Context: an optimization exercise on an open-source flow, tuned for small area and a short achievable clock period. The choices shown serve that exercise and are no tape-out recipe.
Function was checked by simulation only, so behaviour that the tests miss may differ from the original.

### design.v
package fu_pkg;
    typedef logic [32-1:0]     data_t;    
    typedef logic [6-1:0] tag_t;     
    typedef struct packed {
        logic [6:0] funct7;
        logic [4:0] rs2;
        logic [4:0] rs1;
        logic [2:0] funct3;
        logic [4:0] rd;
        logic [6:0] opcode;
    } r_view_t;
    typedef struct packed {
        logic [11:0] imm;    
        logic [4:0]  rs1;
        logic [2:0]  funct3;
        logic [4:0]  rd;
        logic [6:0]  opcode;
    } i_view_t;
    typedef union packed {
        r_view_t r;
        i_view_t i;
    } inst_word_t;
    typedef struct packed {
        logic       valid;       
        tag_t       tag;
        data_t      rs1_value;
        data_t      rs2_value;
        inst_word_t inst;
    } is_ex_packet_t;
    typedef struct packed {
        logic  valid;
        tag_t  tag;
        data_t value;
    } cdb_packet_t;
    typedef struct packed {
        logic  valid;
        tag_t  tag;
        data_t value;
    } ex_cp_packet_t;
endpackage
module alu_lane (
    input  logic                  clock,
    input  logic                  reset,
    input  logic                  squash,
    input  logic                  hold,      
    input  fu_pkg::is_ex_packet_t issue,
    output fu_pkg::ex_cp_packet_t result     
);
    fu_pkg::is_ex_packet_t is_ex;        
    fu_pkg::inst_word_t    inst;
    fu_pkg::data_t         opa;
    fu_pkg::data_t         opb;
    fu_pkg::data_t         alu_out;
    logic [4:0]            shamt;
    logic                  is_op;
    logic                  is_op_imm;
    logic                  alt;          
    logic                  lt_signed;
    logic                  lt_unsigned;
    always_ff @(posedge clock) begin
        if (reset || squash) begin
            is_ex.valid <= 1'b0;         
        end else if (!hold) begin
            is_ex <= issue;
        end
    end
    assign inst      = is_ex.inst;
    assign is_op     = (inst.r.opcode == 7'b0110011);
    assign is_op_imm = (inst.i.opcode == 7'b0010011);
    assign alt       = inst.r.funct7[5];   
    assign opa = is_ex.rs1_value;
    assign opb = is_op_imm ? {{(32-12){inst.i.imm[11]}}, inst.i.imm}
                           : is_ex.rs2_value;
    assign shamt = opb[4:0];     
    assign lt_signed   = ($signed(opa) < $signed(opb));
    assign lt_unsigned = (opa < opb);
    always_comb begin
        alu_out = '0;    
        if (is_op || is_op_imm) begin
            case (inst.r.funct3)
                3'b000: begin
                    if (is_op && alt) begin
                        alu_out = opa - opb;
                    end else begin
                        alu_out = opa + opb;
                    end
                end
                3'b001: alu_out = opa << shamt;
                3'b010: alu_out = {{(32-1){1'b0}}, lt_signed};
                3'b011: alu_out = {{(32-1){1'b0}}, lt_unsigned};
                3'b100: alu_out = opa ^ opb;
                3'b101: begin
                    if (alt) begin
                        alu_out = $signed(opa) >>> shamt;   
                    end else begin
                        alu_out = opa >> shamt;
                    end
                end
                3'b110: alu_out = opa | opb;
                default: alu_out = opa & opb;
            endcase
        end
    end
    always_ff @(posedge clock) begin
        if (reset || squash) begin
            result.valid <= 1'b0;
        end else if (!hold) begin
            result.valid <= is_ex.valid;     
            result.tag   <= is_ex.tag;
            result.value <= alu_out;
        end
    end
endmodule
module mult_pipe (
    input  logic                  clock,
    input  logic                  reset,
    input  logic                  squash,
    input  fu_pkg::is_ex_packet_t issue,
    output fu_pkg::ex_cp_packet_t result
);
    fu_pkg::is_ex_packet_t   is_ex;                      
    fu_pkg::data_t           product;
    logic [3-1:0] stage_valid;
    fu_pkg::tag_t            stage_tag  [3];
    fu_pkg::data_t           stage_prod [3];
    always_ff @(posedge clock) begin
        if (reset || squash) begin
            is_ex.valid <= 1'b0;
        end else begin
            is_ex <= issue;      
        end
    end
    assign product = is_ex.rs1_value * is_ex.rs2_value;
    always_ff @(posedge clock) begin
        if (reset || squash) begin
            stage_valid <= '0;
        end else begin
            stage_valid[0] <= is_ex.valid;
            for (int s = 1; s < 3; s++) begin
                stage_valid[s] <= stage_valid[s-1];
            end
        end
    end
    always_ff @(posedge clock) begin
        stage_tag[0]  <= is_ex.tag;
        stage_prod[0] <= product;
        for (int s = 1; s < 3; s++) begin
            stage_tag[s]  <= stage_tag[s-1];
            stage_prod[s] <= stage_prod[s-1];
        end
    end
    assign result.valid = stage_valid[3-1];
    assign result.tag   = stage_tag[3-1];
    assign result.value = stage_prod[3-1];
endmodule
module cdb_arbiter (
    input  fu_pkg::ex_cp_packet_t       alu0_result,
    input  fu_pkg::ex_cp_packet_t       alu1_result,
    input  fu_pkg::ex_cp_packet_t       mult_result,
    output fu_pkg::cdb_packet_t         cdb_lane0,
    output fu_pkg::cdb_packet_t         cdb_lane1,
    output logic                        alu1_stall
);
    fu_pkg::cdb_packet_t lane0;          
    fu_pkg::cdb_packet_t lane1;          
    always_comb begin
        lane0 = '0;
        lane1 = '0;
        if (mult_result.valid) begin
            lane0 = mult_result;
            if (alu0_result.valid) begin
                lane1 = alu0_result;
            end else if (alu1_result.valid) begin
                lane1 = alu1_result;
            end
        end else if (alu0_result.valid) begin
            lane0 = alu0_result;
            if (alu1_result.valid) begin
                lane1 = alu1_result;
            end
        end else if (alu1_result.valid) begin
            lane0 = alu1_result;
        end
    end
    assign cdb_lane0 = lane0;
    assign cdb_lane1 = lane1;
    assign alu1_stall = mult_result.valid & alu0_result.valid & alu1_result.valid;
endmodule
module fu_cluster (
    input  logic                        clock,
    input  logic                        reset,
    input  logic                        squash,       
    input  logic [102:0]                alu0_issue,   
    input  logic [102:0]                alu1_issue,
    input  logic [102:0]                mult_issue,
    output logic                        alu1_stall,
    output logic [77:0]                 cdb           
);
    fu_pkg::is_ex_packet_t       alu0_issue_p;
    fu_pkg::is_ex_packet_t       alu1_issue_p;
    fu_pkg::is_ex_packet_t       mult_issue_p;
    fu_pkg::cdb_packet_t         cdb_lane0;
    fu_pkg::cdb_packet_t         cdb_lane1;
    assign alu0_issue_p = alu0_issue;
    assign alu1_issue_p = alu1_issue;
    assign mult_issue_p = mult_issue;
    assign cdb          = {cdb_lane1, cdb_lane0};
    fu_pkg::ex_cp_packet_t alu0_result;
    fu_pkg::ex_cp_packet_t alu1_result;
    fu_pkg::ex_cp_packet_t mult_result;
    logic                  alu0_hold;
    assign alu0_hold = 1'b0;
    alu_lane alu_lane_0 (
        .clock  (clock),
        .reset  (reset),
        .squash (squash),
        .hold   (alu0_hold),
        .issue  (alu0_issue_p),
        .result (alu0_result)
    );
    alu_lane alu_lane_1 (
        .clock  (clock),
        .reset  (reset),
        .squash (squash),
        .hold   (alu1_stall),    
        .issue  (alu1_issue_p),
        .result (alu1_result)
    );
    mult_pipe mult_pipe_0 (
        .clock  (clock),
        .reset  (reset),
        .squash (squash),
        .issue  (mult_issue_p),
        .result (mult_result)
    );
    cdb_arbiter cdb_arbiter_0 (
        .alu0_result (alu0_result),
        .alu1_result (alu1_result),
        .mult_result (mult_result),
        .cdb_lane0   (cdb_lane0),
        .cdb_lane1   (cdb_lane1),
        .alu1_stall  (alu1_stall)
    );
endmodule
### constraint.sdc
create_clock -name core_clock -period 8.0 [get_ports {clock}]
set_input_delay 1.6000 -clock core_clock [delete_from_list [all_inputs] [get_ports {clock}]]
set_output_delay 1.6000 -clock core_clock [all_outputs]
set_load 0.01 [all_outputs]
### run.sh
#!/bin/bash
# synth_recipe.tcl (not shown) runs the flow's synth.tcl, then flattens the netlist and writes it again
# the make line also repeats each setting of config.mk as NAME=value (left out here)
make -C /OpenROAD-flow-scripts/flow DESIGN_CONFIG=/design/flow/config.mk WORK_HOME=/design/flow/orfs CLKGATE_MAP_FILE= SYNTH_SCRIPT=/design/flow/synth_recipe.tcl finish
### config.mk
export PLATFORM = sky130hd
export DESIGN_NAME = fu_cluster
export DESIGN_NICKNAME = fu_cluster
export VERILOG_FILES = /design/flow/design.v
export SDC_FILE = /design/flow/constraint.sdc
export NUM_CORES = 4
export LEC_CHECK = 0
export CAP_MARGIN = 20
export CORE_MARGIN = 2
export CORE_UTILIZATION = 40
export SLEW_MARGIN = 20
==> impl_metrics.env <==
export IMPL_pin_count=391
export IMPL_drcViolationCount=0
export IMPL_grt_pass1_vias=41312
export IMPL_drtAntennaViolNets=0
export IMPL_gp_congestion=1.00
export IMPL_first_pass_iters=6
export IMPL_ys_async_sr_fraction=0
export IMPL_cts_buffer_depth=3
export IMPL_die_w_um=351
export IMPL_yosys_cell_types_count=109
export IMPL_setup_viol=0
export IMPL_core_area_mm2=0.119
export IMPL_clock_power_share=0.094
export IMPL_layout_commonest_cell="nand2_1"
export IMPL_cpMostUsedCell="fa_1"
export IMPL_hpwl_um=144000
export IMPL_rsz0062_at_grt="false"
export IMPL_htreeDepth=2
export IMPL_cts_resized=0
export IMPL_finalPower_mw=26.3
export IMPL_synth_seq_cells=452
export IMPL_slew_viol_final=0
export IMPL_postCtsSetupBuffers=0
export IMPL_syn_instance_count=5413
export IMPL_grt_pass1_wl_um=273000
export IMPL_period_share=0.919
export IMPL_die_area_mm2=0.123
export IMPL_cts_hold_buf=0
export IMPL_worst_setup_path_start_kind="flop"
export IMPL_slowest_stage="edfxtp_1"
export IMPL_grt_overflow=0
export IMPL_end_kind="flop"
export IMPL_seqPwrFrac=0.134
export IMPL_synth_compound_area_frac=0.186
export IMPL_start_util=0.402
export IMPL_switching_share=0.480
export IMPL_synth_simple_area_share=0.154
export IMPL_cts_sinks=452
export IMPL_grt_max_degree=111
export IMPL_syn_num_nets=6454
export IMPL_critical_path_max_stage_delay_ps=640
export IMPL_leakage_nw=23.1
export IMPL_avgSynthCellArea_um2=8.87
export IMPL_numCtsBuffers=52
export IMPL_hold_viol=0
export IMPL_fmax_ghz=0.136
export IMPL_synthesis_area_mm2=0.0480
export IMPL_synthXorXnorAreaFrac=0.0235
export IMPL_drv_cap=0
export IMPL_io_buffer_count=338
export IMPL_vias=41978
export IMPL_grt_usage=0.296
export IMPL_fin_skew_ps=55.6
export IMPL_whs_ps=313
export IMPL_cp_arrival_ps=7900
export IMPL_power_frac_comb=0.773
export IMPL_synth_top_family_by_area="adder cells"
export IMPL_area_growth_pct=13.7
export IMPL_ys_flop_type="edfxtp_1"
export IMPL_p_sw_mw=12.6
export IMPL_crit_fanout=16
export IMPL_finalWirelength_um=184000
export IMPL_cts_tree="yes"
export IMPL_synth_fa_ha_area_frac=0.254
export IMPL_nets=6593
export IMPL_vias_per_cell=5.82
export IMPL_wl_per_cell_um=25.6
export IMPL_power_density_mw_per_mm2=481
export IMPL_drt_initial_drc_count=4624
export IMPL_vdd_ir_drop_worst_uv=989
export IMPL_hp_class="flop to flop"
export IMPL_cts_root_buf="clkbuf_16"
export IMPL_drive_above_1_share=0.0566
export IMPL_p_int_mw=13.7
export IMPL_layout_min_cycle_time_ps=7350
export IMPL_ys_seq_area_frac=0.257
export IMPL_relSlewSlack=0.198
export IMPL_clkTransAtPathRegs_ps=70
export IMPL_layout_common_cells="nand2_1 (633), inv_1 (587), fa_1 (412), o21ai_0 (349), clkdlybuf4s50_1 (338)"
export IMPL_dieHeight_um=351
export IMPL_insertion_delay_ps=680
export IMPL_synthMuxAreaShare=0.0462
export IMPL_antenna_found_initial=5
export IMPL_required_ps=8550
export IMPL_fin_tns_setup_ps=0
export IMPL_synth_edf_count=330
export IMPL_worstMarginPinSlew_ps=1200
export IMPL_yosysWarningCount=5
export IMPL_fp_row_count=127
export IMPL_critPathKind="flop to flop"
export IMPL_status="finished clean"
[cell usage after synthesis (61+ instances only)]
cell type / count / area (um2)
xnor2_1: 102 / 893
a21oi_1: 335 / 1680
ha_1: 317 / 3970
buf_2: 66 / 330
fa_1: 412 / 8250
a211oi_1: 70 / 526
a21o_1: 96 / 721
o21ai_0: 349 / 1750
clkbuf_1: 256 / 961
nand3_1: 74 / 370
o211ai_1: 72 / 541
dfxtp_1: 122 / 2440
mux2i_1: 156 / 1560
nor2_1: 303 / 1140
and2_1: 278 / 1740
edfxtp_1: 330 / 9910
nand2_1: 633 / 2380
nor3_1: 98 / 490
a31oi_1: 61 / 382
inv_1: 587 / 2200
[kinds of logic after synthesis]
group | count (synthesis)
muxes | 201
DFF | 452
adders and majority gates | 730
xor gates and xnor gates | 129
buffers and inverters | 962
and+or+nand+nor | 1572
AOI/OAI and AO/OA | 1367
[worst paths after layout]
path / startpoint / to / slack, ps / depth (start not counted)
hold reg to reg: mult_pipe_0.stage_prod[1][2] / mult_pipe_0.stage_prod[2][2] / 310 / 0
setup / recovery: mult_pipe_0.is_ex[34] / mult_pipe_0.stage_prod[0][31] / 650 / 25
hold / removal: mult_pipe_0.stage_prod[1][2] / mult_pipe_0.stage_prod[2][2] / 310 / 0
setup reg to reg: mult_pipe_0.is_ex[34] / mult_pipe_0.stage_prod[0][31] / 650 / 25
[worst max-delay path, delay by kind of cell (launching register included)]
kind / cells / cell delay (ps)
adder cells (fa/ha/maj): 9 / 3830
AO/OA/AOI/OAI: 9 / 1940
AND/OR/NAND/NOR: 1 / 170
XOR/XNOR: 1 / 130
buffers and inverters: 5 / 530
flip-flops: 1 / 640
[state kept, by name, indices dropped and copies added (netlist names)]
register / count
alu_lane_0.is_ex: 93
alu_lane_0.result: 39
alu_lane_1.is_ex: 93
alu_lane_1.result: 39
mult_pipe_0.is_ex: 71
mult_pipe_0.stage_prod: 96
mult_pipe_0.stage_tag: 18
mult_pipe_0.stage_valid: 3
[area by class of cell]
cell class,instances,area [um2]
Clock buffer,78,1560
Timing Repair Buffer,451,4240
Fill cell,11674,64900
Inverter,596,2240
Sequential cell,452,12400
Multi-Input combinational cell,3999,32000
Tap cell,1612,2020
Clock inverter,20,208
Antenna cell,1,2.50
[per-stage QoR]
step | cell area [um2] | util | setup slack [ps] | cells
floorplan | 48000 | - | 639 | 5413
global placement | 52900 | 0.442 | 660 | 7110
detailed placement | 52900 | 0.442 | 629 | 7110
CTS | 54600 | 0.457 | 629 | 7208
global route | 54600 | 0.457 | 191 | 7208
finish | 54600 | 0.457 | 647 | 7209
[power by group through the flow]
stage | Combinational [mW] | Clock, mW | Sequential (mW)
final | 20.3 | 2.46 | 3.51
after global placement | 19.9 | 0 | 3.54
after global routing | 22.8 | 2.64 | 3.54
after CTS | 20.3 | 2.54 | 3.50
after floorplan | 15.5 | 0 | 3.37
after detailed placement | 20.1 | 0 | 3.55
[routing by layer]
layer  GRT usage  wire length, um
met5           0                0
met4       0.104             7090
met3      0.0623            16600
met2       0.460            81500
met1       0.407            79000

-- separate check: timing with driven ports --
How much do the figures lean on ideal ports? The routed layout below was timed once more, with nothing changed but the port constraints.
Step 1, drivers: a clkbuf_16 drives clock and a buf_2 each remaining input, both assumed.
Step 2 times the ports against the registers' clock, not the clock port: input delays grow and output delays shrink by t, the midpoint of the rising clock arrivals with the driver on.
Slacks: ideal / step 1 / step 2; pairs: ideal / step 1.
shift t [ns]: 0.722
slack for setup (ns): 0.647 / 0.647 / 0.647
worst hold slack (ns): 0.313 / 0.313 / 0.313
After both steps this run still meets setup and hold. The setup slack of this run moves by 0.000 ns with the drivers and by 0.000 ns with both steps.
